From an optimization exercise on the open Yosys and OpenROAD flow, aimed at small area, a short achievable clock period and few clock cycles per item; shortcuts taken in it are not production practice. Function was checked by simulation only, so behaviour that the tests miss may differ from the original.

==> flow/run.sh <==
#!/bin/bash
# synth_recipe.tcl (not shown) runs the flow's synth.tcl, then flattens the netlist and writes it again
# the make line also repeats each setting of config.mk as NAME=value (left out here)
make -C /OpenROAD-flow-scripts/flow DESIGN_CONFIG=/design/flow/config.mk WORK_HOME=/design/flow/orfs CLKGATE_MAP_FILE= SYNTH_SCRIPT=/design/flow/synth_recipe.tcl finish
==> flow/config.mk <==
export PLATFORM = sky130hd
export DESIGN_NAME = sha1_message_digest
export DESIGN_NICKNAME = sha1_message_digest
export VERILOG_FILES = /design/flow/design.v
export SDC_FILE = /design/flow/constraint.sdc
export NUM_CORES = 4
export LEC_CHECK = 0
export ABC_CLOCK_PERIOD_IN_PS = 3000
export CAP_MARGIN = 20
export CORE_MARGIN = 2
export CORE_UTILIZATION = 40
export SETUP_SLACK_MARGIN = 5
export SLEW_MARGIN = 20
==> flow/constraint.sdc <==
create_clock -name core_clock -period 8.0 [get_ports {clk_i}]
set_input_delay 1.6000 -clock core_clock [delete_from_list [all_inputs] [get_ports {clk_i}]]
set_output_delay 1.6000 -clock core_clock [all_outputs]
set_load 0.01 [all_outputs]
==> flow/design.v <==
package sha1_pkg;
  localparam int unsigned NumChain  = 5;
  localparam int unsigned NumSched  = 16;
  localparam int unsigned NumRounds = 80;
  localparam int unsigned CountW    = 61;
  localparam logic [NumChain*32-1:0] Iv = {
    32'hc3d2e1f0, 32'h10325476, 32'h98badcfe, 32'hefcdab89, 32'h67452301
  };
  localparam logic [7:0] PadByte = 8'h80;
  typedef enum logic [1:0] {
    PH_CH  = 2'd0,
    PH_PAR = 2'd1,
    PH_MAJ = 2'd2,
    PH_PAR2 = 2'd3
  } sha1_phase_e;
  function automatic logic [31:0] sha1_k(sha1_phase_e ph);
    logic [31:0] k;
    case (ph)
      2'd0:    k = 32'h5a827999;
      2'd1:    k = 32'h6ed9eba1;
      2'd2:    k = 32'h8f1bbcdc;
      default: k = 32'hca62c1d6;
    endcase
    sha1_k = k;
  endfunction
  typedef struct packed {
    logic take_byte;   
    logic pad_push;    
    logic fill_push;   
    logic fill_len;    
    logic load_vars;   
    logic round;       
    logic add_chain;   
    logic emit_next;   
    logic finish;      
  } sha1_cmd_t;
  typedef struct packed {
    logic blk_end;     
    logic len_fits;    
    logic widx_last;   
    logic round_last;
    logic word_last;
  } sha1_stat_t;
endpackage
module sha1_message_digest (
  input  logic        clk_i,
  input  logic        rst_ni,
  input  logic        in_valid_i,
  output logic        in_ready_o,
  input  logic [7:0]  data_byte_i,
  input  logic        byte_present_i,
  input  logic        last_i,
  output logic        out_valid_o,
  input  logic        out_ready_i,
  output logic [31:0] digest_word_o,
  output logic [2:0]  word_index_o,
  output logic        last_word_o
);
  localparam logic [1:0] S_IN   = 2'd0;   
  localparam logic [1:0] S_PAD  = 2'd1;   
  localparam logic [1:0] S_FILL = 2'd2;   
  function automatic logic [31:0] rotl(logic [31:0] x, int unsigned n);
    rotl = (x << n) | (x >> (32 - n));
  endfunction
  function automatic logic [31:0] iv(int unsigned i);
    iv = sha1_pkg::Iv[32*i +: 32];
  endfunction
  logic [31:0] ib_q [16];          
  logic [31:0] w_q [16];           
  logic [31:0] a_q, b_q, c_q, d_q, e_q;
  logic [31:0] h_q [5];
  logic [31:0] pre_q;              
  logic [1:0]  fph_q;              
  logic        pv_q;               
  logic [6:0]  pt_q;               
  logic        busy_q;             
  logic        efin_q;             
  logic        ibf_q;              
  logic        ifin_q;             
  logic [3:0]  fidx_q;             
  logic [60:0] cnt_q;              
  logic [1:0]  st_q;
  logic        len_ok_q;           
  logic        first_q;            
  logic        init_q;             
  logic        out_q;              
  logic [2:0]  oidx_q;
  logic        last_q;             
  logic        rv_q, sv_q;
  logic [9:0]  rb_q, sb_q;         
  logic       r_last, r_pres, r_free, acc, in_acc, take, pad_do, fill_do;
  logic [7:0] r_byte;
  logic [1:0] pos;
  assign {r_last, r_pres, r_byte} = rb_q;
  assign pos = cnt_q[1:0];
  assign in_acc     = rv_q && (st_q == S_IN) && (!r_pres || !ibf_q);
  assign take       = in_acc && r_pres;
  assign r_free     = !rv_q || in_acc;
  assign in_ready_o = !sv_q;
  assign acc        = in_valid_i && !sv_q;
  assign pad_do     = (st_q == S_PAD) && !ibf_q;
  assign fill_do    = (st_q == S_FILL) && !ibf_q;
  always_ff @(posedge clk_i) begin
    if (r_free) begin
      rb_q <= sv_q ? sb_q : {last_i, byte_present_i, data_byte_i};
    end else if (acc) begin
      sb_q <= {last_i, byte_present_i, data_byte_i};
    end
  end
  logic [3:0]  wr_idx;
  logic [3:0]  lane_en;
  logic [31:0] wr_data, fill_word;
  assign fill_word = !len_ok_q          ? 32'd0 :
                     (fidx_q == 4'd14)  ? cnt_q[60:29] :
                     (fidx_q == 4'd15)  ? {cnt_q[28:0], 3'b000} : 32'd0;
  always_comb begin
    wr_idx  = cnt_q[5:2];
    lane_en = 4'b0000;
    wr_data = {4{r_byte}};
    if (take) begin
      lane_en = 4'b1000 >> pos;
    end else if (pad_do) begin
      lane_en = 4'b1111 >> pos;
      wr_data = {4{sha1_pkg::PadByte}} & (32'hff000000 >> {pos, 3'b000});
    end else if (fill_do) begin
      wr_idx  = fidx_q;
      lane_en = 4'b1111;
      wr_data = fill_word;
    end
  end
  always_ff @(posedge clk_i) begin
    for (int i = 0; i < 16; i++) begin
      for (int l = 0; l < 4; l++) begin
        if (lane_en[l] && wr_idx == 4'(i)) ib_q[i][8*l +: 8] <= wr_data[8*l +: 8];
      end
    end
  end
  logic chain_do, start, pt_end;
  assign pt_end   = (pt_q == 7'd80);
  assign chain_do = busy_q && pt_end && !pv_q && !(first_q && out_q);
  assign start    = ibf_q && (!busy_q || chain_do);
  logic [31:0] w_new;
  assign w_new = rotl(w_q[13] ^ w_q[8] ^ w_q[2] ^ w_q[0], 1);
  always_ff @(posedge clk_i) begin
    if (start) begin
      for (int i = 0; i < 16; i++) w_q[i] <= ib_q[i];
    end else begin
      for (int i = 0; i < 15; i++) w_q[i] <= w_q[i+1];
      w_q[15] <= w_new;
    end
  end
  logic [1:0]  ph;
  logic [31:0] k;
  always_comb begin
    if (pt_q < 7'd20)      ph = 2'd0;
    else if (pt_q < 7'd40) ph = 2'd1;
    else if (pt_q < 7'd60) ph = 2'd2;
    else                   ph = 2'd3;
    case (ph)
      2'd0:    k = 32'h5a827999;
      2'd1:    k = 32'h6ed9eba1;
      2'd2:    k = 32'h8f1bbcdc;
      default: k = 32'hca62c1d6;
    endcase
  end
  always_ff @(posedge clk_i) begin
    pre_q <= (pv_q ? d_q : e_q) + k + w_q[0];
    fph_q <= ph;
  end
  logic [31:0] f, t;
  logic [31:0] sum [5];
  always_comb begin
    case (fph_q)
      2'd0:    f = (b_q & c_q) | (~b_q & d_q);
      2'd2:    f = (b_q & c_q) | (b_q & d_q) | (c_q & d_q);
      default: f = b_q ^ c_q ^ d_q;
    endcase
  end
  assign t = rotl(a_q, 5) + f + pre_q;
  assign sum[0] = (first_q ? iv(0) : h_q[0]) + a_q;
  assign sum[1] = (first_q ? iv(1) : h_q[1]) + b_q;
  assign sum[2] = (first_q ? iv(2) : h_q[2]) + c_q;
  assign sum[3] = (first_q ? iv(3) : h_q[3]) + d_q;
  assign sum[4] = (first_q ? iv(4) : h_q[4]) + e_q;
  always_ff @(posedge clk_i) begin
    if (pv_q) begin
      a_q <= t;
      b_q <= a_q;
      c_q <= rotl(b_q, 30);
      d_q <= c_q;
      e_q <= d_q;
    end else if (chain_do) begin
      if (init_q || efin_q) begin
        a_q <= iv(0); b_q <= iv(1); c_q <= iv(2); d_q <= iv(3); e_q <= iv(4);
      end else begin
        a_q <= sum[0]; b_q <= sum[1]; c_q <= sum[2]; d_q <= sum[3]; e_q <= sum[4];
      end
    end
    if (chain_do) begin
      for (int i = 0; i < 5; i++) h_q[i] <= sum[i];
    end else if (out_q && out_ready_i) begin
      for (int i = 0; i < 4; i++) h_q[i] <= h_q[i+1];
      h_q[4] <= h_q[0];
    end
  end
  always_ff @(posedge clk_i or negedge rst_ni) begin
    if (!rst_ni) begin
      pv_q     <= 1'b0;
      pt_q     <= 7'd80;
      busy_q   <= 1'b1;
      efin_q   <= 1'b0;
      ibf_q    <= 1'b0;
      ifin_q   <= 1'b0;
      fidx_q   <= 4'd0;
      cnt_q    <= '0;
      st_q     <= S_IN;
      len_ok_q <= 1'b0;
      first_q  <= 1'b1;
      init_q   <= 1'b1;
      out_q    <= 1'b0;
      oidx_q   <= 3'd0;
      last_q   <= 1'b0;
      rv_q     <= 1'b0;
      sv_q     <= 1'b0;
    end else begin
      if (r_free) begin
        rv_q <= sv_q || acc;
        sv_q <= 1'b0;
      end else if (acc) begin
        sv_q <= 1'b1;
      end
      pv_q <= busy_q && !pt_end;
      if (start) begin
        pt_q   <= 7'd0;
        busy_q <= 1'b1;
        efin_q <= ifin_q;
      end else begin
        if (busy_q && !pt_end) pt_q <= pt_q + 7'd1;
        if (chain_do) busy_q <= 1'b0;
      end
      if (chain_do) begin
        init_q  <= 1'b0;
        first_q <= efin_q || init_q;
        if (efin_q) out_q <= 1'b1;
      end
      if (take) begin
        cnt_q <= cnt_q + 61'd1;
        if (cnt_q[5:0] == 6'd63) ibf_q <= 1'b1;
      end
      if (start) begin
        ibf_q  <= 1'b0;
        ifin_q <= 1'b0;
      end
      case (st_q)
        S_IN: begin
          if (in_acc && r_last) st_q <= S_PAD;
        end
        S_PAD: begin
          if (pad_do) begin
            st_q <= S_FILL;
            if (cnt_q[5:2] == 4'd15) begin
              ibf_q    <= 1'b1;
              fidx_q   <= 4'd0;
              len_ok_q <= 1'b1;
            end else begin
              fidx_q   <= cnt_q[5:2] + 4'd1;
              len_ok_q <= (cnt_q[5:2] != 4'd14);
            end
          end
        end
        default: begin
          if (fill_do) begin
            fidx_q <= fidx_q + 4'd1;
            if (fidx_q == 4'd15) begin
              ibf_q <= 1'b1;
              if (len_ok_q) begin
                ifin_q   <= 1'b1;
                cnt_q    <= '0;
                len_ok_q <= 1'b0;
                st_q     <= S_IN;
              end else begin
                len_ok_q <= 1'b1;
              end
            end
          end
        end
      endcase
      if (out_q && out_ready_i) begin
        if (last_q) begin
          out_q  <= 1'b0;
          oidx_q <= 3'd0;
          last_q <= 1'b0;
        end else begin
          oidx_q <= oidx_q + 3'd1;
          last_q <= (oidx_q == 3'd3);
        end
      end
    end
  end
  assign out_valid_o   = out_q;
  assign digest_word_o = h_q[0];
  assign word_index_o  = oidx_q;
  assign last_word_o   = last_q;
endmodule
==> impl_metrics.tcl, run 1 <==
set metrics [dict create \
    cap_violations 0 \
    max_freq_ghz 0.2343 \
    final_cells 8779 \
    met2_usage 0.3585 \
    grt_pass1_wl_um 290000 \
    ys_warn_count 5 \
    rsz0062_at_grt "true" \
    clockBufferDepth 3 \
    min_period_ns 4.269 \
    syn-num-nets 6099 \
    ios 52 \
    num_vias 48050 \
    synth.distinct_cells 84 \
    ys_seq_elements 1487 \
    synth_edf_count 852 \
    path_clk_slew_ns 0.06 \
    antennaDiodeCount 0 \
    syn_inst 5751 \
    die_x_um 418.3 \
    crit_type "reg2reg" \
    hold_viol 0 \
    finClkSkew_ns 0.07353 \
    start_kind "register" \
    start_util 0.4015 \
    drtIter0Drc 3656 \
    core.rowCount 152 \
    status "finished clean" \
    final.period_utilization 0.5336 \
    clk_latency_ns 0.81 \
    min_path_type "reg2reg" \
    grtUsageMet1 0.2936 \
    dpl_cell_area_um2 72580 \
    final_cell_mix "edfxtp_1 (852), dfxtp_1 (544), nand2_1 (483)" \
    cp-end-kind "register" \
    viasPerCell 5.473 \
    place.gp.congestion 0.9460 \
    worst_ep_arrival_time_ns 4.93 \
    worst_pin_slew_ns 0.9935 \
    fill_cells 14060 \
    grt.total_usage 0.2171 \
    drc 0 \
    port-buffer-count 51 \
    netlist_area_um2 68640 \
    crit_fanout 6 \
    cts_tree "done" \
    placedCellCount 7856 \
    wl_per_cell_um 23.34 \
    synth_area_per_cell_um2 11.94 \
    slew_headroom 0.3290 \
    required_ns 8.66 \
    tns_ns 0 \
    grt_pass1_vias 47060 \
    drive_gt1_frac 0.3660 \
    final_common_cell "edfxtp_1" \
    gr-max-usage-layer "met2" \
    dr.pass1.iters 6 \
    cts_made_buffers 161 \
    htree_levels 4 \
    synth_flop_cell "edfxtp_1" \
    slew_viol_final 0 \
    syn_to_final_growth_pct 32.09 \
    synthArstFlopShare 0.05985 \
    overflow 0 \
    antenna_found_initial 3 \
    grt_use_met3 0.03335 \
    dp_hpwl_um 119300 \
    core_area_um2 171000 \
    drt_wl_total_um 204900 \
    synth_seq_area_share 0.5645 \
    fp.dieH_um 418.3 \
    grt_max_degree 79 \
    ant_nets 0 \
    cts.sinks 1487 \
    dieArea_um2 174900 \
    post-route-cell-area_um2 90670 \
    root_buffer "clkbuf_16" \
    nets 6757 \
    final-setup-viol-count 0 \
]
cells in the mapped netlist (30+ instances only):
library cell / number / area share
nand3_1: 82 / 0.0060
xnor2_1: 242 / 0.031
nor2_1: 367 / 0.020
nand2_1: 525 / 0.029
o22a_1: 39 / 0.0050
nor3_1: 55 / 0.0040
a22o_1: 33 / 0.0042
xor2_1: 95 / 0.012
buf_2: 57 / 0.0042
a22oi_1: 36 / 0.0039
and3_1: 34 / 0.0031
nand4_1: 47 / 0.0043
o21a_1: 33 / 0.0036
mux2_2: 533 / 0.087
clkbuf_1: 159 / 0.0087
edfxtp_1: 852 / 0.37
a21oi_1: 286 / 0.021
inv_1: 266 / 0.015
nor2b_1: 100 / 0.0091
mux2i_1: 45 / 0.0066
o21bai_1: 34 / 0.0037
a31oi_1: 30 / 0.0027
ha_1: 241 / 0.044
a21o_1: 114 / 0.012
o21ai_0: 258 / 0.019
dfrtp_1: 84 / 0.031
fa_1: 93 / 0.027
or2_2: 87 / 0.0079
dfxtp_1: 546 / 0.16
area by class of cell:
type	instances	area, µm²	share of cell area
tap	2233	2794	0.03081
clock buffer	232	4506	0.04969
inverter	267	1013	0.01118
clock inverter	68	967.2	0.01067
multi-input combinational	3763	34420	0.3796
timing repair buffer	729	8195	0.09039
sequential	1487	38770	0.4276
flip-flops by register name, summed over array words and instances (netlist names), 2 cells and up:
name	cells
rb_q	10
a_q	32
w_q	512
e_q	32
h_q	160
pt_q	7
cnt_q	61
c_q	32
st_q	2
sb_q	10
d_q	32
oidx_q	3
b_q	32
fph_q	2
pre_q	32
ib_q	512
fidx_q	4
stage by stage:
| stage | hold WS, ns | util | worst slack, ns |
|---|---|---|---|
| after floorplan | 0.4178 | - | 3.941 |
| after global placement | 0.4238 | 0.4244 | 3.185 |
| after detailed placement | 0.4297 | 0.4245 | 3.062 |
| after CTS | 0.4023 | 0.4959 | 3.681 |
| after global routing | 0.4233 | 0.5303 | 3.559 |
| final | 0.4024 | 0.5303 | 3.731 |
final timing paths:
kind,startpoint,endpoint,slack [ns],depth (start not counted)
worst max-delay path,pt_q[3]$_DFFE_PN0P_,pre_q[31]$_DFF_P_,3.73,20
worst min-delay path,w_q[1][3]$_DFF_P_,w_q[0][3]$_DFF_P_,0.40,1
worst max register to register,pt_q[3]$_DFFE_PN0P_,pre_q[31]$_DFF_P_,3.73,20
worst min register to register,w_q[1][3]$_DFF_P_,w_q[0][3]$_DFF_P_,0.40,1
max in group asynchronous,rst_ni,pv_q$_DFF_PN0_,5.81,2
min in group asynchronous,rst_ni,cnt_q[53]$_DFF_PN0_,0.82,1
logic make-up after synthesis:
family	Yosys count	synth area share
and+or+nand+nor	1432	0.09752
DFF	1487	0.5645
muxes	578	0.09400
buffers and inverters	508	0.02893
xor gates and xnor gates	337	0.04300
AOI/OAI and AO/OA	1074	0.1009
adders and majority gates	335	0.07120
metal layers:
metal	wire [µm]	vias to the layer above
met5	0	-
met2	98120	1640
met3	13000	341
met4	6090	0
li1	-	21990
met1	87670	24070
what timing repair did:
item,4_1_cts,5_1_grt
resized for setup,942,656
gates cloned,30,56
hold buffers,0,0
pin swaps,315,322
setup buffers,308,229
endpoints found under the setup margin,1904,933
worst max-delay path, cell delays in order, from the launching register on:
cell and delay, ns:
dfrtp_2 0.44, maj3_2 0.37, a221oi_4 0.33, inv_2 0.12
ha_4 0.20, inv_2 0.06, fa_1 0.40, inv_2 0.08
ha_4 0.13, inv_2 0.04, fa_2 0.34, nor2b_2 0.13
o21ai_2 0.07, a21oi_2 0.20, nor4b_4 0.07, buf_4 0.15
o31ai_4 0.25, a31o_2 0.23, nor3b_4 0.26, nor2_2 0.10
a211oi_2 0.19
Testbench counts, summed over its fixed seeds: cycles 69,889, bytes 46,322.
==> run 2, diff against run 1 <==
--- a/flow/design.v
+++ b/flow/design.v
@@ -70,7 +70,6 @@
   logic [31:0] a_q, b_q, c_q, d_q, e_q;
   logic [31:0] h_q [5];
   logic [31:0] pre_q;              
-  logic [1:0]  fph_q;              
   logic        pv_q;               
   logic [6:0]  pt_q;               
   logic        busy_q;             
@@ -163,39 +162,56 @@
       default: k = 32'hca62c1d6;
     endcase
   end
+  logic [31:0] a_d, b_d, c_d, d_d, e_d;
+  logic [31:0] fp_q, fq_q;
   always_ff @(posedge clk_i) begin
     pre_q <= (pv_q ? d_q : e_q) + k + w_q[0];
-    fph_q <= ph;
+    case (ph)
+      2'd0: begin
+        fp_q <= c_d;
+        fq_q <= d_d;
+      end
+      2'd2: begin
+        fp_q <= c_d | d_d;
+        fq_q <= c_d & d_d;
+      end
+      default: begin
+        fp_q <= ~(c_d ^ d_d);
+        fq_q <= c_d ^ d_d;
+      end
+    endcase
   end
   logic [31:0] f, t;
   logic [31:0] sum [5];
-  always_comb begin
-    case (fph_q)
-      2'd0:    f = (b_q & c_q) | (~b_q & d_q);
-      2'd2:    f = (b_q & c_q) | (b_q & d_q) | (c_q & d_q);
-      default: f = b_q ^ c_q ^ d_q;
-    endcase
-  end
+  assign f = (b_q & fp_q) | (~b_q & fq_q);
   assign t = rotl(a_q, 5) + f + pre_q;
   assign sum[0] = (first_q ? iv(0) : h_q[0]) + a_q;
   assign sum[1] = (first_q ? iv(1) : h_q[1]) + b_q;
   assign sum[2] = (first_q ? iv(2) : h_q[2]) + c_q;
   assign sum[3] = (first_q ? iv(3) : h_q[3]) + d_q;
   assign sum[4] = (first_q ? iv(4) : h_q[4]) + e_q;
-  always_ff @(posedge clk_i) begin
+  always_comb begin
+    a_d = a_q; b_d = b_q; c_d = c_q; d_d = d_q; e_d = e_q;
     if (pv_q) begin
-      a_q <= t;
-      b_q <= a_q;
-      c_q <= rotl(b_q, 30);
-      d_q <= c_q;
-      e_q <= d_q;
+      a_d = t;
+      b_d = a_q;
+      c_d = rotl(b_q, 30);
+      d_d = c_q;
+      e_d = d_q;
     end else if (chain_do) begin
       if (init_q || efin_q) begin
-        a_q <= iv(0); b_q <= iv(1); c_q <= iv(2); d_q <= iv(3); e_q <= iv(4);
+        a_d = iv(0); b_d = iv(1); c_d = iv(2); d_d = iv(3); e_d = iv(4);
       end else begin
-        a_q <= sum[0]; b_q <= sum[1]; c_q <= sum[2]; d_q <= sum[3]; e_q <= sum[4];
+        a_d = sum[0]; b_d = sum[1]; c_d = sum[2]; d_d = sum[3]; e_d = sum[4];
       end
     end
+  end
+  always_ff @(posedge clk_i) begin
+    a_q <= a_d;
+    b_q <= b_d;
+    c_q <= c_d;
+    d_q <= d_d;
+    e_q <= e_d;
     if (chain_do) begin
       for (int i = 0; i < 5; i++) h_q[i] <= sum[i];
     end else if (out_q && out_ready_i) begin
--- a/flow/config.mk
+++ b/flow/config.mk
@@ -5,9 +5,8 @@
 export SDC_FILE = /design/flow/constraint.sdc
 export NUM_CORES = 4
 export LEC_CHECK = 0
-export ABC_CLOCK_PERIOD_IN_PS = 3000
+export ABC_CLOCK_PERIOD_IN_PS = 3500
 export CAP_MARGIN = 20
 export CORE_MARGIN = 2
 export CORE_UTILIZATION = 40
-export SETUP_SLACK_MARGIN = 5
 export SLEW_MARGIN = 20
==> run 2 against run 1 <==
Compared with the run above:
- design area shrank 13%
- first-iteration DRC count shrank 7.2%
- flip-flop and latch count grew 62
- maximum frequency shrank 27%
- core utilization shrank 7.8 points
- still clean on timing, DRC and antenna
- cell count shrank 4.2%
- critical path depth shrank 7
- critical path type unchanged
==> impl_metrics.tcl, run 2 <==
set metrics [dict create \
    status "finished clean" \
    synth_fa_ha_area_frac 0.07219 \
    die_x_um 422.7 \
    viasPerCell 5.401 \
    antenna_found_initial 4 \
    ios 52 \
    synth_flop_cell "edfxtp_1" \
    core.rowCount 153 \
    crit_start "first_q$_DFFE_PN1P_" \
    whs_path_depth 1 \
    synth.most_common_cell "edfxtp_1" \
    start_util 0.4030 \
    synthArstFlopShare 0.05746 \
    slew_viol_final 0 \
    drtIter0Drc 3392 \
    placedCellCount 8103 \
    rsz0062_at_grt "false" \
    finClkSkew_ns 0.06794 \
    cts_made_buffers 164 \
    grt_pass1_vias 44940 \
    seqCellArea_um2 39360 \
    synth_top_area_share 0.3374 \
    ys_seq_elements 1549 \
    grt_pass1_wl_um 284900 \
    dieArea_um2 178700 \
    place.gp.congestion 0.9203 \
    finalWorstSetupSlack_ns 2.126 \
    wl_per_cell_um 22.49 \
    worstReg2RegEnd "b_q[29]$_DFFE_PP_" \
    fp.dieH_um 422.7 \
    slew_headroom 0.2618 \
    path_clk_slew_ns 0.07 \
    grt_max_degree 179 \
    synth_xor_area_frac 0.04246 \
    port-buffer-count 51 \
    cts.sinks 1549 \
    synth.distinct_cells 108 \
    detailedPlace.worstSlack_ns 2.371 \
    hold_buffers 0 \
    rr_worst_depth 13 \
    root_buffer "clkbuf_16" \
    overflow 0 \
    cp-end-kind "register" \
    tns_ns 0 \
    synth_area_per_cell_um2 11.85 \
    min_path_type "reg2reg" \
    clockBufferDepth 3 \
    synth-simple-area-share 0.09572 \
    r2r_slack_ns 2.13 \
    nets 6324 \
    timing.rr.start "first_q$_DFFE_PN1P_" \
    num_vias 45440 \
    syn-num-nets 6298 \
    start_kind "register" \
    worst_pin_slew_ns 1.107 \
    drive_gt1_frac 0.1414 \
    final_cells 8413 \
    crit_type "reg2reg" \
    core_area_um2 174000 \
    hp-start "w_q[11][26]$_DFF_P_" \
    final_cell_mix "edfxtp_1 (788), dfxtp_1 (672), nand2_1 (591)" \
    whs_ns 0.4128 \
    required_ns 8.50 \
    multiInputGateArea_um2 28950 \
    final_common_cell "edfxtp_1" \
    post_cts_buffers 0 \
    fill_cells 15900 \
    crit_fanout 134 \
    cts_resized 0 \
    cts_tree "done" \
    drt_wl_total_um 189200 \
    grt.total_usage 0.2085 \
    synth_top_family_by_area "compound AO/OA/AOI/OAI gates" \
    top_regs "ib_q x512, w_q x512, h_q x160" \
    dp_hpwl_um 131200 \
    synth_area_leaders "edfxtp_1 (34%), dfxtp_1 (19%), mux2_2 (6.2%)" \
    synth_compound_area_frac 0.1078 \
    worst_ep_arrival_time_ns 6.37 \
    synth_mux_area_frac 0.09301 \
    hold_viol 0 \
    dr.pass1.iters 6 \
    netlist_area_um2 70130 \
    clk_latency_ns 0.82 \
    final.period_utilization 0.7343 \
    syn_to_final_growth_pct 12.21 \
    cap_violations 0 \
    yosys-top-cells-count "edfxtp_1 (788), dfxtp_1 (672), nand2_1 (593)" \
    drc 0 \
    htree_levels 4 \
    ys_warn_count 5 \
    syn_inst 5918 \
    min_period_ns 5.874 \
    synth_area_leader_cell "edfxtp_1" \
    ant_nets 0 \
    synth_edf_count 788 \
    max_freq_ghz 0.1702 \
    final-setup-viol-count 0 \
    synth_seq_area_share 0.5611 \
    whs_endpoint "w_q[10][26]$_DFF_P_" \
]
==> run 2: per-layer routing <==
| layer | track usage | share of wire | wire length, µm |
|---|---|---|---|
| met3 | 0.02775 | 0.045 | 8584 |
| met4 | 0.08369 | 0.041 | 7752 |
| met2 | 0.3365 | 0.46 | 87440 |
| met5 | 0 | 0.00013 | 24 |
| met1 | 0.2831 | 0.45 | 85430 |
==> run 2: cell type report <==
type	count	area share
clock buffers	252	0.06060
diodes	1	0.00003180
clock inverters	57	0.01029
repair buffers	110	0.01371
inverters	216	0.01034
flip-flops and latches	1549	0.5001
well taps	2325	0.03697
multi-input cells	3903	0.3679
==> run 2: how the worst max path moves through the flow <==
stage | end | depth (start not counted)
5_1_grt | pre_q[31]$_DFF_P_ | 21
4_1_cts | b_q[29]$_DFFE_PP_ | 13
2_1_floorplan | h_q[0][0]$_DFFE_PP_ | 10
3_5_place_dp | b_q[31]$_DFFE_PP_ | 13
6_report | b_q[29]$_DFFE_PP_ | 13
3_3_place_gp | b_q[31]$_DFFE_PP_ | 13
==> run 2: critical path, stage by stage, from the launching register on <==
cell and delay, ns:
dfstp_4 0.82, buf_12 0.54, nor2b_1 0.11, ha_1 0.44
nand3_1 0.24, nor4_2 0.82, o2111ai_1 0.65, a21oi_1 0.67
o221a_2 0.36, nor4_2 0.05, a21oi_2 0.28, a31oi_1 0.15
xor2_1 0.20, a2bb2oi_1 0.08
==> run 2: through the flow <==
step | instance area [µm²] | util
detailed placement | 73100 | 0.4201
floorplan | 70130 | -
CTS | 78680 | 0.4522
global route | 78690 | 0.4522
global placement | 73040 | 0.4197
finish | 78690 | 0.4522
==> run 2: logic make-up (layout without fill, tap and decap cells) <==
family                   after synthesis  count (layout)
multiplexers                         582             582
adder cells (fa/ha/maj)              367             367
AND/OR/NAND/NOR                     1447            1447
buffers and inverters                466             635
flip-flops                          1549            1549
other                                  0               1
AO/OA/AOI/OAI                       1167            1167
XOR/XNOR                             340             340
Testbench counts of run 2, summed over its fixed seeds: cycles 69,889, bytes 46,322.
==> run 3, diff against run 2 <==
--- a/flow/config.mk
+++ b/flow/config.mk
@@ -5,8 +5,10 @@
 export SDC_FILE = /design/flow/constraint.sdc
 export NUM_CORES = 4
 export LEC_CHECK = 0
-export ABC_CLOCK_PERIOD_IN_PS = 3500
+export ABC_CLOCK_PERIOD_IN_PS = 3000
 export CAP_MARGIN = 20
 export CORE_MARGIN = 2
 export CORE_UTILIZATION = 40
+export SETUP_SLACK_MARGIN = 5
 export SLEW_MARGIN = 20
+export TNS_END_PERCENT = 0
==> run 3 against run 2 <==
Compared with the run above:
- still clean on timing, DRC and antenna
- first-iteration DRC count increased by 15%
- synthesized cell count unchanged
- critical path depth decreased by 1
- core utilization increased by 1.2 points
- critical endpoint is now a_q[28]$_DFFE_PP_
==> impl_metrics.tcl, run 3 <==
set metrics [dict create \
    status "finished clean" \
    viasPerCell 5.472 \
    ys_seq_elements 1549 \
    synth_fa_ha_area_frac 0.07219 \
    die_x_um 422.7 \
    final_cell_mix "edfxtp_1 (788), dfxtp_1 (672), nand2_1 (587)" \
    wl_per_cell_um 23.01 \
    final_cells 8513 \
    crit_buf_inv 0 \
    yosys-top-cells-count "edfxtp_1 (788), dfxtp_1 (672), nand2_1 (593)" \
    rsz0062_at_grt "true" \
    synth_mux_area_frac 0.09301 \
    synthArstFlopShare 0.05746 \
    htree_levels 4 \
    nets 6419 \
    crit_chain "mux2_2 > fa_1 > ha_1 > o21a_1 > nor4b_1 > a21oi_2 > a21oi_1 > a221o_1 > and3_1 > o21ai_1 > mux2i_1 > a221o_1" \
    whs_ns 0.4062 \
    synth_area_per_cell_um2 11.85 \
    synth_area_leaders "edfxtp_1 (34%), dfxtp_1 (19%), mux2_2 (6.2%)" \
    synth.most_common_cell "edfxtp_1" \
    ys_warn_count 5 \
    drc 0 \
    whs_path_depth 1 \
    max_freq_ghz 0.2314 \
    placedCellCount 8125 \
    start_kind "register" \
    slew_headroom 0.2624 \
    required_ns 8.56 \
    syn_to_final_growth_pct 15.11 \
    crit_start "b_q[6]$_DFFE_PP_" \
    root_buffer "clkbuf_16" \
    dp_hpwl_um 130900 \
    cap_violations 0 \
    slew_viol_final 0 \
    cpPeakStageDelay_ns 0.54 \
    clockBufferDepth 3 \
    crit_cells 12 \
    syn_inst 5918 \
    grt_pass1_vias 45890 \
    cts_made_buffers 165 \
    timing.rr.start "b_q[6]$_DFFE_PP_" \
    synth_seq_area_share 0.5611 \
    crit_fanout 4 \
    crit_type "reg2reg" \
    dr.pass1.iters 6 \
    tns_ns 0 \
    synth.distinct_cells 108 \
    dieArea_um2 178700 \
    clk_latency_ns 0.83 \
    finalWorstSetupSlack_ns 3.678 \
    core.rowCount 153 \
    cp-end-kind "register" \
    final.period_utilization 0.5403 \
    antenna_found_initial 9 \
    drive_gt1_frac 0.1743 \
    finClkSkew_ns 0.05002 \
    port-buffer-count 51 \
    grt_max_degree 166 \
    syn-num-nets 6298 \
    hold_viol 0 \
    cp_common_cell "a221o_1" \
    synth_top_area_share 0.3374 \
    netlist_area_um2 70130 \
    path_clk_slew_ns 0.06 \
    place.gp.congestion 0.9139 \
    core_area_um2 174000 \
    hold_buffers 0 \
    synth-simple-area-share 0.09572 \
    cpMaxStageDelayCell "edfxtp_1" \
    rr_worst_depth 12 \
    hp-start "w_q[6][15]$_DFF_P_" \
    min_period_ns 4.322 \
    cts.sinks 1549 \
    cts_tree "done" \
    worst_pin_slew_ns 1.102 \
    final_common_cell "edfxtp_1" \
    detailedPlace.worstSlack_ns 2.614 \
    synth_flop_cell "edfxtp_1" \
    grt_pass1_wl_um 293200 \
    crit_family "compound AO/OA/AOI/OAI gates" \
    ant_nets 0 \
    start_util 0.4030 \
    overflow 0 \
    drt_wl_total_um 195900 \
    synth_compound_area_frac 0.1078 \
    synth_area_leader_cell "edfxtp_1" \
    synth_top_family_by_area "compound AO/OA/AOI/OAI gates" \
    drtIter0Drc 3907 \
    synth_edf_count 788 \
    synth_xor_area_frac 0.04246 \
    worst_ep_arrival_time_ns 4.88 \
    ios 52 \
    final-setup-viol-count 0 \
    top_regs "ib_q x512, w_q x512, h_q x160" \
    min_path_type "reg2reg" \
    num_vias 46580 \
    fp.dieH_um 422.7 \
    grt.total_usage 0.2154 \
]
## run 3: cell types whose count changed in the layout (fill, tap and decap cells not counted), moves of 13 or more
cell | before | now
a21oi_1 | 244 | 227
buf_4 | 51 | 123
a21oi_2 | 2 | 15
clkbuf_1 | 58 | 26
ha_1 | 301 | 281
clkinv_1 | 3 | 21
## run 3: stage by stage
| stage | cell area, µm² | util |
|---|---|---|
| after floorplan | 70300 | - |
| after global placement | 73260 | 0.4210 |
| after detailed placement | 73270 | 0.4210 |
| after CTS | 80350 | 0.4617 |
| after global routing | 80720 | 0.4639 |
| final | 80720 | 0.4639 |
## run 3: worst paths after layout
check                           slack [ns]                   to
worst min register to register        0.41   w_q[5][15]$_DFF_P_
min in group asynchronous             0.82  cnt_q[59]$_DFF_PN0_
worst min-delay path                  0.41   w_q[5][15]$_DFF_P_
worst max-delay path                  3.68    a_q[28]$_DFFE_PP_
worst max register to register        3.68    a_q[28]$_DFFE_PP_
max in group asynchronous             5.93       pv_q$_DFF_PN0_
## run 3: logic make-up after synthesis
family,after synthesis
simple gates,1447
fa+ha+maj,367
flops,1549
xor+xnor,340
compound gates,1167
mux,582
buf+inv,466
## run 3: metal layers
layer,track usage,vias up,wire [µm]
met2,0.3386,1479,88540
li1,-,21540,-
met1,0.2968,23190,88000
met4,0.08286,6,7459
met3,0.03621,369,11880
met5,0,-,43
## run 3: area by class of cell
cell class	instances	area, µm²
clock inverters	89	1010
diodes	4	10.01
inverters	216	817.0
multi-input cells	3903	29730
flip-flops and latches	1549	39360
well taps	2325	2909
clock buffers	223	4757
repair buffers	204	2128
fillers	15560	93290
## run 3: repair_timing
action / in CTS / in global routing
gates resized for setup: 126 / 46
cloned: 7 / 1
pin swaps: 39 / 40
endpoints found under the setup margin: 1798 / 2228
buffers inserted: 48 / 16
==> run 4, diff against run 3 <==
--- a/flow/design.v
+++ b/flow/design.v
@@ -72,6 +72,7 @@
   logic [31:0] pre_q;              
   logic        pv_q;               
   logic [6:0]  pt_q;               
+  logic [1:0]  ph_q;               
   logic        busy_q;             
   logic        efin_q;             
   logic        ibf_q;              
@@ -80,7 +81,6 @@
   logic [60:0] cnt_q;              
   logic [1:0]  st_q;
   logic        len_ok_q;           
-  logic        first_q;            
   logic        init_q;             
   logic        out_q;              
   logic [2:0]  oidx_q;
@@ -136,7 +136,7 @@
   end
   logic chain_do, start, pt_end;
   assign pt_end   = (pt_q == 7'd80);
-  assign chain_do = busy_q && pt_end && !pv_q && !(first_q && out_q);
+  assign chain_do = busy_q && pt_end && !pv_q && !out_q;
   assign start    = ibf_q && (!busy_q || chain_do);
   logic [31:0] w_new;
   assign w_new = rotl(w_q[13] ^ w_q[8] ^ w_q[2] ^ w_q[0], 1);
@@ -150,11 +150,8 @@
   end
   logic [1:0]  ph;
   logic [31:0] k;
+  assign ph = ph_q;
   always_comb begin
-    if (pt_q < 7'd20)      ph = 2'd0;
-    else if (pt_q < 7'd40) ph = 2'd1;
-    else if (pt_q < 7'd60) ph = 2'd2;
-    else                   ph = 2'd3;
     case (ph)
       2'd0:    k = 32'h5a827999;
       2'd1:    k = 32'h6ed9eba1;
@@ -185,11 +182,11 @@
   logic [31:0] sum [5];
   assign f = (b_q & fp_q) | (~b_q & fq_q);
   assign t = rotl(a_q, 5) + f + pre_q;
-  assign sum[0] = (first_q ? iv(0) : h_q[0]) + a_q;
-  assign sum[1] = (first_q ? iv(1) : h_q[1]) + b_q;
-  assign sum[2] = (first_q ? iv(2) : h_q[2]) + c_q;
-  assign sum[3] = (first_q ? iv(3) : h_q[3]) + d_q;
-  assign sum[4] = (first_q ? iv(4) : h_q[4]) + e_q;
+  assign sum[0] = h_q[0] + a_q;
+  assign sum[1] = h_q[1] + b_q;
+  assign sum[2] = h_q[2] + c_q;
+  assign sum[3] = h_q[3] + d_q;
+  assign sum[4] = h_q[4] + e_q;
   always_comb begin
     a_d = a_q; b_d = b_q; c_d = c_q; d_d = d_q; e_d = e_q;
     if (pv_q) begin
@@ -213,7 +210,9 @@
     d_q <= d_d;
     e_q <= e_d;
     if (chain_do) begin
-      for (int i = 0; i < 5; i++) h_q[i] <= sum[i];
+      for (int i = 0; i < 5; i++) h_q[i] <= init_q ? iv(i) : sum[i];
+    end else if (out_q && out_ready_i && last_q) begin
+      for (int i = 0; i < 5; i++) h_q[i] <= iv(i);
     end else if (out_q && out_ready_i) begin
       for (int i = 0; i < 4; i++) h_q[i] <= h_q[i+1];
       h_q[4] <= h_q[0];
@@ -223,6 +222,7 @@
     if (!rst_ni) begin
       pv_q     <= 1'b0;
       pt_q     <= 7'd80;
+      ph_q     <= 2'd3;
       busy_q   <= 1'b1;
       efin_q   <= 1'b0;
       ibf_q    <= 1'b0;
@@ -231,7 +231,6 @@
       cnt_q    <= '0;
       st_q     <= S_IN;
       len_ok_q <= 1'b0;
-      first_q  <= 1'b1;
       init_q   <= 1'b1;
       out_q    <= 1'b0;
       oidx_q   <= 3'd0;
@@ -248,15 +247,18 @@
       pv_q <= busy_q && !pt_end;
       if (start) begin
         pt_q   <= 7'd0;
+        ph_q   <= 2'd0;
         busy_q <= 1'b1;
         efin_q <= ifin_q;
       end else begin
-        if (busy_q && !pt_end) pt_q <= pt_q + 7'd1;
+        if (busy_q && !pt_end) begin
+          pt_q <= pt_q + 7'd1;
+          if (pt_q == 7'd19 || pt_q == 7'd39 || pt_q == 7'd59) ph_q <= ph_q + 2'd1;
+        end
         if (chain_do) busy_q <= 1'b0;
       end
       if (chain_do) begin
         init_q  <= 1'b0;
-        first_q <= efin_q || init_q;
         if (efin_q) out_q <= 1'b1;
       end
       if (take) begin
--- a/flow/config.mk
+++ b/flow/config.mk
@@ -11,4 +11,3 @@
 export CORE_UTILIZATION = 40
 export SETUP_SLACK_MARGIN = 5
 export SLEW_MARGIN = 20
-export TNS_END_PERCENT = 0
==> run 4 against run 3 <==
Compared with the run above:
- sequential share of layout area down 3.8 points
- global-route usage up 0.71 points
- worst setup slack better by 0.15 ns
- clock skew up 0.0017 ns
- core utilization up 5.4 points
- synthesized area down 3.1%
- critical endpoint is now pre_q[31]$_DFF_P_
==> impl_metrics.tcl, run 4 <==
set metrics [dict create \
    placedCellCount 8521 \
    synth_area_leaders "edfxtp_1 (35%), dfxtp_1 (20%), nand2_1 (9.8%)" \
    antenna_found_initial 5 \
    dp_hpwl_um 119400 \
    syn-num-nets 6838 \
    crit_type "reg2reg" \
    num_vias 50360 \
    place.gp.congestion 0.8901 \
    crit_buf_inv 2 \
    grt_max_degree 114 \
    dieArea_um2 173200 \
    synth.distinct_cells 95 \
    synth_area_per_cell_um2 10.51 \
    grt.total_usage 0.2225 \
    whs_endpoint "w_q[9][23]$_DFF_P_" \
    synth_area_leader_cell "edfxtp_1" \
    htree_levels 4 \
    worstReg2RegEnd "pre_q[31]$_DFF_P_" \
    final-setup-viol-count 0 \
    viasPerCell 5.376 \
    grt_pass1_vias 48130 \
    ant_nets 0 \
    cpPeakStageDelay_ns 0.60 \
    cts.sinks 1550 \
    wl_per_cell_um 21.73 \
    die_x_um 416.1 \
    synth-simple-area-share 0.1458 \
    overflow 0 \
    drt_wl_total_um 203600 \
    finClkSkew_ns 0.05177 \
    final_util 0.5179 \
    crit_cells 17 \
    yosys-top-cells-count "nand2_1 (1774), edfxtp_1 (788), dfxtp_1 (672)" \
    cap_violations 0 \
    r2r_slack_ns 3.83 \
    hold_buffers 0 \
    synth_mux_area_frac 0.01254 \
    synth_flop_cell "edfxtp_1" \
    final.period_utilization 0.5212 \
    final_cells 9368 \
    path_clk_slew_ns 0.06 \
    seqCellArea_um2 39400 \
    final_cell_mix "nand2_1 (1732), edfxtp_1 (788), dfxtp_1 (667)" \
    start_kind "register" \
    synth_edf_count 788 \
    cts_tree "done" \
    top_regs "ib_q x512, w_q x512, h_q x160" \
    synth_top_area_share 0.3483 \
    clk_latency_ns 0.83 \
    synth_seq_area_share 0.5796 \
    crit_family "compound AO/OA/AOI/OAI gates" \
    synth_compound_area_frac 0.1155 \
    hp-start "w_q[10][23]$_DFF_P_" \
    tns_ns 0 \
    clockBufferDepth 3 \
    worst_ep_arrival_time_ns 4.89 \
    detailedPlace.worstSlack_ns 2.955 \
    fp.dieH_um 416.1 \
    hold_viol 0 \
    syn_inst 6461 \
    port-buffer-count 51 \
    cts_made_buffers 166 \
    min_path_type "reg2reg" \
    grt_pass1_wl_um 297000 \
    start_util 0.4018 \
    netlist_area_um2 67940 \
    drc 0 \
    final_common_cell "nand2_1" \
    ys_seq_elements 1550 \
    syn_to_final_growth_pct 28.92 \
    ys_warn_count 5 \
    status "finished clean" \
    finalWorstSetupSlack_ns 3.830 \
    multiInputGateArea_um2 32150 \
    synthArstFlopShare 0.05806 \
    dpl_cell_area_um2 71190 \
    crit_chain "ha_4 > inv_4 > fa_1 > inv_2 > ha_4 > fa_2 > a21o_1 > a21oi_4 > o21ai_4 > a41oi_4 > o221a_4 > a31oi_4 > a41o_1 > or4_4 > a31o_1 > a21oi_2 > xnor2_1" \
    drive_gt1_frac 0.2409 \
    required_ns 8.72 \
    core_area_um2 169100 \
    ios 52 \
    whs_path_depth 2 \
    cp-end-kind "register" \
    synth.most_common_cell "nand2_1" \
    synth_top_family_by_area "simple AND/OR/NAND/NOR gates" \
    rsz0062_at_grt "true" \
    cp_common_cell "ha_4" \
    max_freq_ghz 0.2398 \
    core.rowCount 151 \
    rr_worst_depth 17 \
    slew_headroom 0.2001 \
    min_period_ns 4.170 \
    drtIter0Drc 4537 \
    root_buffer "clkbuf_16" \
    synth_fa_ha_area_frac 0.07404 \
    dr.pass1.iters 5 \
    nets 7382 \
    cpMaxStageDelayCell "dfstp_2" \
    fill_cells 14310 \
    synth_xor_area_frac 0.04577 \
    post-route-cell-area_um2 87580 \
    crit_fanout 4 \
    timing.rr.start "ph_q[1]$_DFFE_PN1P_" \
    slew_viol_final 0 \
    worst_pin_slew_ns 1.197 \
]
## run 4: metrics by stage
step           hold WS, ns
2_1_floorplan       0.3989
3_3_place_gp        0.4010
3_5_place_dp        0.4034
4_1_cts             0.3834
5_1_grt             0.4136
6_report            0.3863
## run 4: kinds of logic after synthesis
logic type | count (synthesis)
buffers and inverters | 482
multiplexers | 79
flip-flops | 1550
AO/OA/AOI/OAI | 1206
adder cells (fa/ha/maj) | 363
XOR/XNOR | 355
AND/OR/NAND/NOR | 2426
## run 4: what timing repair did
| action | CTS | global route |
|---|---|---|
| buffers inserted | 312 | 191 |
| endpoints found under the setup margin | 2200 | 1260 |
| pin swaps | 279 | 334 |
| cloned | 22 | 8 |
| resized for setup | 909 | 540 |
## run 4: worst max path at each step
| stage | start | endpoint | slack, ns |
|---|---|---|---|
| after global routing | ph_q[1]$_DFFE_PN1P_ | pre_q[31]$_DFF_P_ | 3.69 |
| after floorplan | pv_q$_DFF_PN0_ | pre_q[31]$_DFF_P_ | 3.65 |
| after CTS | ph_q[1]$_DFFE_PN1P_ | pre_q[31]$_DFF_P_ | 3.77 |
| after global placement | ph_q[0]$_DFFE_PN1P_ | pre_q[31]$_DFF_P_ | 2.94 |
| final | ph_q[1]$_DFFE_PN1P_ | pre_q[31]$_DFF_P_ | 3.83 |
| after detailed placement | ph_q[0]$_DFFE_PN1P_ | pre_q[31]$_DFF_P_ | 2.96 |
## run 4: cell type report
| cell class | instances | share of cell area |
|---|---|---|
| antenna | 1 | 0.00002857 |
| clock buffer | 246 | 0.05480 |
| clock inverter | 66 | 0.01067 |
| inverter | 213 | 0.009543 |
| multi-input combinational | 4441 | 0.3671 |
| sequential | 1550 | 0.4498 |
| tap | 2218 | 0.03169 |
| timing repair buffer | 632 | 0.07622 |
| timing repair inverter | 1 | 0.0001000 |
## run 4: routing by layer
metal | wire length (µm) | global-route usage | vias to the layer above
met3 | 15020 | 0.03706 | 424
met4 | 7420 | 0.06952 | 4
met1 | 87360 | 0.3099 | 24670
li1 | - | - | 23440
met5 | 32 | 0 | -
met2 | 93720 | 0.3544 | 1828
## run 4: worst min-delay path, stage by stage, from the launching register on
cell and delay, ns:
dfxtp_1 0.30, nand2_1 0.04, nand2_1 0.05
Testbench counts of run 4, summed over its fixed seeds: cycles 69,889, bytes 46,322.
==> run 5, diff against run 4 <==
--- a/flow/config.mk
+++ b/flow/config.mk
@@ -8,6 +8,8 @@
 export ABC_CLOCK_PERIOD_IN_PS = 3000
 export CAP_MARGIN = 20
 export CORE_MARGIN = 2
-export CORE_UTILIZATION = 40
+export CORE_UTILIZATION = 60
+export CTS_BUF_LIST = sky130_fd_sc_hd__clkbuf_8
 export SETUP_SLACK_MARGIN = 5
 export SLEW_MARGIN = 20
+export TNS_END_PERCENT = 0
==> run 5 against run 4 <==
Compared with the run above:
- cell count down 11%
- first-iteration DRC count down 17%
- core utilization is 16 points higher
- critical path type unchanged
==> impl_metrics.tcl, run 5 <==
set metrics [dict create \
    status "finished clean" \
    cpPeakStageDelay_ns 0.43 \
    synth_area_leaders "edfxtp_1 (35%), dfxtp_1 (20%), nand2_1 (9.8%)" \
    synth_seq_area_share 0.5796 \
    crit_start "h_q[3][4]$_DFFE_PP_" \
    syn_to_final_growth_pct 11.58 \
    crit_cells 15 \
    fill_cells 8702 \
    viasPerCell 5.678 \
    cpMaxStageDelayCell "or3_4" \
    crit_chain "ha_1 > nand4b_1 > a41oi_2 > o211ai_1 > a21oi_2 > a41oi_2 > o21ai_2 > a221o_1 > a311oi_2 > or3_4 > a31o_2 > ha_1 > a22oi_1 > nand2_1 > a31o_2" \
    cts_tree "done" \
    post-route-cell-area_um2 75800 \
    synthArstFlopShare 0.05806 \
    final-setup-viol-count 0 \
    antenna_found_initial 1 \
    worst_ep_arrival_time_ns 5.19 \
    hold_buffers 0 \
    port-buffer-count 51 \
    finClkSkew_ns 0.06385 \
    drive_gt1_frac 0.09159 \
    worstSetupEndpoint "fq_q[31]$_DFF_P_" \
    rr_worst_depth 15 \
    dr.pass1.iters 7 \
    dpl_cell_area_um2 69940 \
    cap_violations 0 \
    multiInputGateArea_um2 27290 \
    netlist_area_um2 67940 \
    drt_wl_total_um 175100 \
    yosys-top-cells-count "nand2_1 (1774), edfxtp_1 (788), dfxtp_1 (672)" \
    ys_warn_count 5 \
    wl_per_cell_um 21.06 \
    crit_buf_inv 0 \
    grt_pass1_wl_um 268500 \
    crit_fanout 5 \
    core_area_um2 112300 \
    start_util 0.6047 \
    rsz0062_at_grt "true" \
    core.rowCount 123 \
    required_ns 8.84 \
    min_path_type "reg2reg" \
    root_buffer "clkbuf_8" \
    seqCellArea_um2 39380 \
    worst_pin_slew_ns 1.237 \
    drtIter0Drc 3786 \
    final.period_utilization 0.5446 \
    r2r_slack_ns 3.64 \
    timing.rr.start "h_q[3][4]$_DFFE_PP_" \
    slew_headroom 0.1753 \
    fp.dieH_um 340.5 \
    ant_nets 0 \
    grt.total_usage 0.3002 \
    cp-end-kind "register" \
    final_common_cell "nand2_1" \
    ys_seq_elements 1550 \
    synth_edf_count 788 \
    cts.sinks 1550 \
    syn-num-nets 6838 \
    crit_family "compound AO/OA/AOI/OAI gates" \
    nets 6972 \
    final_util 0.6747 \
    place.gp.congestion 0.9349 \
    synth_flop_cell "edfxtp_1" \
    tns_ns 0 \
    path_clk_slew_ns 0.06 \
    crit_type "reg2reg" \
    dieArea_um2 115900 \
    synth_area_leader_cell "edfxtp_1" \
    die_x_um 340.5 \
    cts_made_buffers 240 \
    final_cell_mix "nand2_1 (1769), edfxtp_1 (788), dfxtp_1 (672)" \
    max_freq_ghz 0.2295 \
    ios 52 \
    clockBufferDepth 3 \
    htree_levels 4 \
    synth_area_per_cell_um2 10.51 \
    dp_hpwl_um 116500 \
    syn_inst 6461 \
    worstReg2RegEnd "fq_q[31]$_DFF_P_" \
    start_kind "register" \
    min_period_ns 4.357 \
    overflow 0 \
    hold_viol 0 \
    drc 0 \
    top_regs "ib_q x512, w_q x512, h_q x160" \
    clk_latency_ns 0.95 \
    num_vias 47210 \
    grt_max_degree 233 \
    slew_viol_final 0 \
    synth.distinct_cells 95 \
    synth.most_common_cell "nand2_1" \
    synth_top_area_share 0.3483 \
    grt_pass1_vias 46290 \
]
run 5: cell families after synthesis:
logic type	synth area share
and+or+nand+nor	0.1458
xor gates and xnor gates	0.04577
DFF	0.5796
adders and majority gates	0.07404
buffers and inverters	0.02680
AOI/OAI and AO/OA	0.1155
muxes	0.01254
run 5: area by class of cell:
cell class,count,area share
flip-flops and latches,1550,0.5195
multi-input cells,4431,0.3600
repair inverters,1,0.00008253
diodes,1,0.00003301
inverters,213,0.01086
clock inverters,170,0.01177
well taps,1500,0.02476
repair buffers,158,0.02037
clock buffers,290,0.05266
run 5: routing by layer:
layer / track usage / wire length [µm]
met1: 0.4136 / 75980
met4: 0.1161 / 6136
met3: 0.03754 / 10700
met5: 0 / 0
met2: 0.4887 / 82260
run 5: worst min path at each step:
| stage | to | slack [ns] | from | cells past startpoint |
|---|---|---|---|---|
| 2_1_floorplan | w_q[0][0]$_DFF_P_ | 0.40 | w_q[1][0]$_DFF_P_ | 2 |
| 3_3_place_gp | w_q[0][4]$_DFF_P_ | 0.40 | w_q[1][4]$_DFF_P_ | 2 |
| 3_5_place_dp | w_q[10][3]$_DFF_P_ | 0.40 | w_q[11][3]$_DFF_P_ | 2 |
| 4_1_cts | w_q[10][8]$_DFF_P_ | 0.40 | ib_q[10][8]$_DFFE_PP_ | 2 |
| 5_1_grt | w_q[4][10]$_DFF_P_ | 0.40 | w_q[5][10]$_DFF_P_ | 2 |
| 6_report | w_q[14][16]$_DFF_P_ | 0.40 | w_q[15][16]$_DFF_P_ | 2 |
run 5: repair_timing:
item / CTS / global route
gates resized for setup: 49 / 60
pin swaps: 13 / 25
setup buffers: 24 / 21
gates cloned: 4 / 1
setup endpoints to repair: 1945 / 2181
run 5: metrics by stage:
step	setup slack [ns]	hold slack [ns]	cells
floorplan	3.647	0.3989	6461
global placement	2.431	0.4005	7803
detailed placement	2.412	0.4035	7803
CTS	3.574	0.4003	8291
global route	3.581	0.4010	8314
finish	3.643	0.4044	8314
run 5: worst min-delay path, stage by stage (launching register included):
cell and delay [ns]:
dfxtp_1 0.30, nand2_1 0.04, nand2_1 0.05
==> run 6, diff against run 5 <==
--- a/flow/design.v
+++ b/flow/design.v
@@ -62,6 +62,28 @@
   function automatic logic [31:0] rotl(logic [31:0] x, int unsigned n);
     rotl = (x << n) | (x >> (32 - n));
   endfunction
+  function automatic logic [31:0] add32(logic [31:0] x, logic [31:0] y);
+    logic [31:0] g, p, gn, pn;
+    g = x & y;
+    p = x ^ y;
+    for (int d = 1; d < 32; d = d * 2) begin
+      gn = g;
+      pn = p;
+      for (int i = d; i < 32; i++) begin
+        gn[i] = g[i] | (p[i] & g[i-d]);
+        pn[i] = p[i] & p[i-d];
+      end
+      g = gn;
+      p = pn;
+    end
+    add32 = (x ^ y) ^ {g[30:0], 1'b0};
+  endfunction
+  function automatic logic [31:0] add3(logic [31:0] x, logic [31:0] y, logic [31:0] z);
+    logic [31:0] sv, cv;
+    sv = x ^ y ^ z;
+    cv = (x & y) | (x & z) | (y & z);
+    add3 = add32(sv, {cv[30:0], 1'b0});
+  endfunction
   function automatic logic [31:0] iv(int unsigned i);
     iv = sha1_pkg::Iv[32*i +: 32];
   endfunction
@@ -73,6 +95,11 @@
   logic        pv_q;               
   logic [6:0]  pt_q;               
   logic [1:0]  ph_q;               
+  logic        end_q;              
+  logic        bnd_q;              
+  logic [1:0]  phn_q;              
+  logic [6:0]  pt_d1;
+  logic [6:0]  pt_d;
   logic        busy_q;             
   logic        efin_q;             
   logic        ibf_q;              
@@ -135,7 +162,7 @@
     end
   end
   logic chain_do, start, pt_end;
-  assign pt_end   = (pt_q == 7'd80);
+  assign pt_end   = end_q;
   assign chain_do = busy_q && pt_end && !pv_q && !out_q;
   assign start    = ibf_q && (!busy_q || chain_do);
   logic [31:0] w_new;
@@ -148,40 +175,69 @@
       w_q[15] <= w_new;
     end
   end
-  logic [1:0]  ph;
-  logic [31:0] k;
-  assign ph = ph_q;
+  logic [1:0]  ph, ph_d;
+  logic [31:0] k, ee_q, kw_q;
+  logic        pv_d;
+  assign ph   = ph_q;
+  assign pv_d = busy_q && !pt_end;
   always_comb begin
-    case (ph)
+    ph_d = ph_q;
+    if (start) begin
+      ph_d = 2'd0;
+    end else if (busy_q && !pt_end && bnd_q) begin
+      ph_d = ph_q + 2'd1;
+    end
+  end
+  assign pt_d1 = pt_d + 7'd1;
+  always_comb begin
+    pt_d = pt_q;
+    if (start) begin
+      pt_d = 7'd0;
+    end else if (busy_q && !pt_end) begin
+      pt_d = pt_q + 7'd1;
+    end
+  end
+  logic [1:0]  ph_n;
+  logic [31:0] kw0, kwn;
+  assign ph_n = phn_q;
+  assign kw0  = add32(32'h5a827999, ib_q[0]);
+  always_comb begin
+    case (ph_n)
       2'd0:    k = 32'h5a827999;
       2'd1:    k = 32'h6ed9eba1;
       2'd2:    k = 32'h8f1bbcdc;
       default: k = 32'hca62c1d6;
     endcase
   end
+  assign kwn = add32(k, w_q[1]);
   logic [31:0] a_d, b_d, c_d, d_d, e_d;
   logic [31:0] fp_q, fq_q;
+  logic [31:0] c_r, d_r;
+  assign c_r = pv_q ? rotl(b_q, 30) : c_q;
+  assign d_r = pv_q ? c_q : d_q;
   always_ff @(posedge clk_i) begin
-    pre_q <= (pv_q ? d_q : e_q) + k + w_q[0];
+    ee_q  <= pv_d ? d_d : e_d;
+    kw_q  <= start ? kw0 : kwn;
+    pre_q <= add32(ee_q, kw_q);
     case (ph)
       2'd0: begin
-        fp_q <= c_d;
-        fq_q <= d_d;
+        fp_q <= c_r;
+        fq_q <= d_r;
       end
       2'd2: begin
-        fp_q <= c_d | d_d;
-        fq_q <= c_d & d_d;
+        fp_q <= c_r | d_r;
+        fq_q <= c_r & d_r;
       end
       default: begin
-        fp_q <= ~(c_d ^ d_d);
-        fq_q <= c_d ^ d_d;
+        fp_q <= ~(c_r ^ d_r);
+        fq_q <= c_r ^ d_r;
       end
     endcase
   end
   logic [31:0] f, t;
   logic [31:0] sum [5];
   assign f = (b_q & fp_q) | (~b_q & fq_q);
-  assign t = rotl(a_q, 5) + f + pre_q;
+  assign t = add3(rotl(a_q, 5), f, pre_q);
   assign sum[0] = h_q[0] + a_q;
   assign sum[1] = h_q[1] + b_q;
   assign sum[2] = h_q[2] + c_q;
@@ -223,6 +279,9 @@
       pv_q     <= 1'b0;
       pt_q     <= 7'd80;
       ph_q     <= 2'd3;
+      end_q    <= 1'b1;
+      bnd_q    <= 1'b0;
+      phn_q    <= 2'd3;
       busy_q   <= 1'b1;
       efin_q   <= 1'b0;
       ibf_q    <= 1'b0;
@@ -244,17 +303,16 @@
       end else if (acc) begin
         sv_q <= 1'b1;
       end
-      pv_q <= busy_q && !pt_end;
+      pv_q <= pv_d;
+      ph_q <= ph_d;
+      pt_q  <= pt_d;
+      end_q <= (pt_d == 7'd80);
+      bnd_q <= (pt_d == 7'd19) || (pt_d == 7'd39) || (pt_d == 7'd59);
+      phn_q <= (pt_d1 < 7'd20) ? 2'd0 : (pt_d1 < 7'd40) ? 2'd1 : (pt_d1 < 7'd60) ? 2'd2 : 2'd3;
       if (start) begin
-        pt_q   <= 7'd0;
-        ph_q   <= 2'd0;
         busy_q <= 1'b1;
         efin_q <= ifin_q;
       end else begin
-        if (busy_q && !pt_end) begin
-          pt_q <= pt_q + 7'd1;
-          if (pt_q == 7'd19 || pt_q == 7'd39 || pt_q == 7'd59) ph_q <= ph_q + 2'd1;
-        end
         if (chain_do) busy_q <= 1'b0;
       end
       if (chain_do) begin
==> run 6 against run 5 <==
Compared with the run above:
- design area increased by 4.7%
- die area increased by 5.0%
- register-to-register slack improved by 0.43 ns
- critical path type unchanged
- global-route usage increased by 0.90 points
- largest cell class unchanged
- maximum frequency increased by 11%
- cell count increased by 5.4%
- flip-flop and latch count increased by 68
- worst setup slack improved by 0.43 ns
- still clean on timing, DRC and antenna
- routed wire length increased by 8.6%
- critical path depth unchanged
==> impl_metrics.tcl, run 6 <==
set metrics [dict create \
    status "finished clean" \
    ios 52 \
    final.period_utilization 0.4904 \
    ys_seq_elements 1618 \
    cts_tree "done" \
    min_path_type "reg2reg" \
    final_common_cell "nand2_1" \
    synth_seq_area_share 0.5710 \
    syn_to_final_growth_pct 11.14 \
    hold_viol 0 \
    worstReg2RegEnd "a_q[25]$_DFFE_PP_" \
    viasPerCell 5.819 \
    cpPeakStageDelay_ns 0.41 \
    port-buffer-count 51 \
    slew_headroom 0.2049 \
    cp-end-kind "register" \
    num_vias 50970 \
    drc 0 \
    synth_area_leaders "edfxtp_1 (33%), dfxtp_1 (21%), nand2_1 (9.7%)" \
    wl_per_cell_um 21.70 \
    worstSetupEndpoint "a_q[25]$_DFFE_PP_" \
    rsz0062_at_grt "true" \
    rr_worst_depth 15 \
    synth.most_common_cell "nand2_1" \
    tns_ns 0 \
    synth_edf_count 788 \
    clk_latency_ns 0.98 \
    crit_chain "mux2_2 > fa_1 > ha_1 > nor2b_4 > o31ai_4 > a21oi_2 > o31ai_2 > buf_4 > o21ai_4 > a221o_1 > buf_4 > a21o_1 > a21oi_2 > xor2_1 > a22oi_1" \
    slew_viol_final 0 \
    start_util 0.6045 \
    grt_pass1_wl_um 289300 \
    path_clk_slew_ns 0.06 \
    hold_buffers 0 \
    core_area_um2 118100 \
    ys_warn_count 5 \
    cap_violations 0 \
    crit_start "b_q[2]$_DFFE_PP_" \
    post-route-cell-area_um2 79340 \
    synth.distinct_cells 85 \
    cts_made_buffers 280 \
    worst_pin_slew_ns 1.193 \
    dpl_cell_area_um2 73470 \
    dr.pass1.iters 6 \
    grt.total_usage 0.3093 \
    fp.dieH_um 348.9 \
    max_freq_ghz 0.2549 \
    final-setup-viol-count 0 \
    synth_top_area_share 0.3315 \
    place.gp.congestion 0.9632 \
    ant_nets 0 \
    worst_ep_arrival_time_ns 4.55 \
    finClkSkew_ns 0.08764 \
    synth_flop_cell "edfxtp_1" \
    die_x_um 348.9 \
    dieArea_um2 121700 \
    crit_type "reg2reg" \
    cpMaxStageDelayCell "edfxtp_1" \
    clockBufferDepth 4 \
    yosys-top-cells-count "nand2_1 (1845), edfxtp_1 (788), dfxtp_1 (736)" \
    root_buffer "clkbuf_8" \
    syn_inst 6865 \
    r2r_slack_ns 4.08 \
    synth_area_per_cell_um2 10.40 \
    synthArstFlopShare 0.05810 \
    synth_area_leader_cell "edfxtp_1" \
    crit_fanout 4 \
    final_cell_mix "nand2_1 (1839), edfxtp_1 (788), dfxtp_1 (736)" \
    top_regs "ib_q x512, w_q x512, h_q x160" \
    netlist_area_um2 71380 \
    antenna_found_initial 3 \
    crit_buf_inv 2 \
    cts.sinks 1618 \
    crit_cells 15 \
    drive_gt1_frac 0.09365 \
    overflow 0 \
    min_period_ns 3.923 \
    drtIter0Drc 4576 \
    dp_hpwl_um 127300 \
    syn-num-nets 7243 \
    nets 7393 \
    drt_wl_total_um 190100 \
    required_ns 8.63 \
    htree_levels 5 \
    crit_family "compound AO/OA/AOI/OAI gates" \
    grt_max_degree 195 \
    timing.rr.start "b_q[2]$_DFFE_PP_" \
    grt_pass1_vias 49950 \
    core.rowCount 126 \
    start_kind "register" \
]
-- run 6: cell types whose count changed after synthesis, moves of 36 or more --
| cell | change |
|---|---|
| dfxtp_1 | +64 |
| inv_1 | -41 |
| nand2_1 | +71 |
| nor2_1 | +51 |
| o21ai_0 | +36 |
| o22a_1 | +60 |
-- run 6: cells by family after synthesis --
| family | count (synthesis) | share of synthesized area |
|---|---|---|
| AND/OR/NAND/NOR | 2604 | 0.1493 |
| flip-flops | 1618 | 0.5710 |
| AO/OA/AOI/OAI | 1309 | 0.1214 |
| buffers and inverters | 460 | 0.02421 |
| XOR/XNOR | 390 | 0.04785 |
| adder cells (fa/ha/maj) | 364 | 0.06790 |
| multiplexers | 120 | 0.01830 |
-- run 6: metrics by stage --
step	util	std cells	hold WS [ns]	worst slack [ns]
final	0.6719	8759	0.3679	4.077
after global routing	0.6718	8757	0.4144	3.857
after CTS	0.6690	8741	0.3753	3.937
after detailed placement	0.6222	8239	0.4046	3.466
after global placement	0.6220	8238	0.4021	3.552
after floorplan	-	6865	0.3989	4.179
-- run 6: routing by layer --
metal,global-route usage,share of wire,up-vias
met2,0.5127,0.48,1703
met5,0,0.000068,-
met1,0.4084,0.42,24550
met3,0.04428,0.060,407
li1,-,-,24300
met4,0.1303,0.039,2
-- run 6: tightest hold or removal path, delay by kind of cell, from the launching register on --
| kind | cells | cell delay (ns) |
|---|---|---|
| simple gates | 2 | 0.11 |
| flops | 1 | 0.30 |
-- run 6: layout make-up --
class | instances | area, µm²
fillers | 9154 | 38740
well taps | 1536 | 1922
repair buffers | 154 | 1323
multi-input cells | 4788 | 29360
clock inverters | 153 | 726.9
diodes | 5 | 12.51
clock buffers | 332 | 4569
flip-flops and latches | 1618 | 40770
inverters | 173 | 658.1
-- run 6: worst min path at each step --
| stage | end | start | cells past startpoint |
|---|---|---|---|
| 3_5_place_dp | w_q[8][4]$_DFF_P_ | w_q[9][4]$_DFF_P_ | 2 |
| 4_1_cts | w_q[13][4]$_DFF_P_ | w_q[14][4]$_DFF_P_ | 2 |
| 5_1_grt | w_q[13][29]$_DFF_P_ | w_q[14][29]$_DFF_P_ | 2 |
| 3_3_place_gp | w_q[14][9]$_DFF_P_ | w_q[15][9]$_DFF_P_ | 2 |
| 6_report | w_q[13][4]$_DFF_P_ | w_q[14][4]$_DFF_P_ | 2 |
| 2_1_floorplan | w_q[10][0]$_DFF_P_ | w_q[11][0]$_DFF_P_ | 2 |
-- run 6: timing repair --
| item | in CTS | in global routing |
|---|---|---|
| resized for setup | 29 | 51 |
| endpoints found under the setup margin | 1655 | 1810 |
| cloned | 0 | 1 |
| endpoints found under the hold margin | 0 | 0 |
| buffers inserted | 17 | 12 |
| pin swaps | 16 | 26 |
Testbench counts of run 6, summed over its fixed seeds: cycles 69,889, bytes 46,322.

[port drivers added, routing unchanged]
The flow's constraints put no driver on any port. The routed layouts listed below were extracted and timed again, unchanged, in two steps. Step 1 assumes that a clkbuf_16 drives the clock port and a buf_2 every other input. Step 2 also shifts input and output timing later by t, the mid clock arrival at the registers, as if the neighbouring blocks saw the same clock. Three values: ideal, step 1, step 2; two values: the first two.
| run | t, ns | setup slack, ns | slew at the worst register clock pin (ns) | pins driven straight from the clock port |
|---|---|---|---|---|
| run 1 | 0.846 | 3.731 / 3.731 / 3.731 | 0.07 / 0.07 | 1 |
| run 2 | 0.876 | 2.126 / 2.126 / 2.126 | 0.07 / 0.07 | 1 |
| run 3 | 0.889 | 3.678 / 3.678 / 3.660 | 0.07 / 0.07 | 1 |
| run 4 | 0.875 | 3.830 / 3.830 / 3.830 | 0.07 / 0.07 | 1 |
| run 5 | 0.981 | 3.643 / 3.643 / 3.643 | 0.07 / 0.07 | 1 |
| run 6 | 1.014 | 4.077 / 4.018 / 3.470 | 0.07 / 0.07 | 1 |
After both steps every run listed still meets setup and hold. For run 6, which loses most, drivers alone change the setup slack by -0.059 ns; drivers and shift together by -0.607 ns.
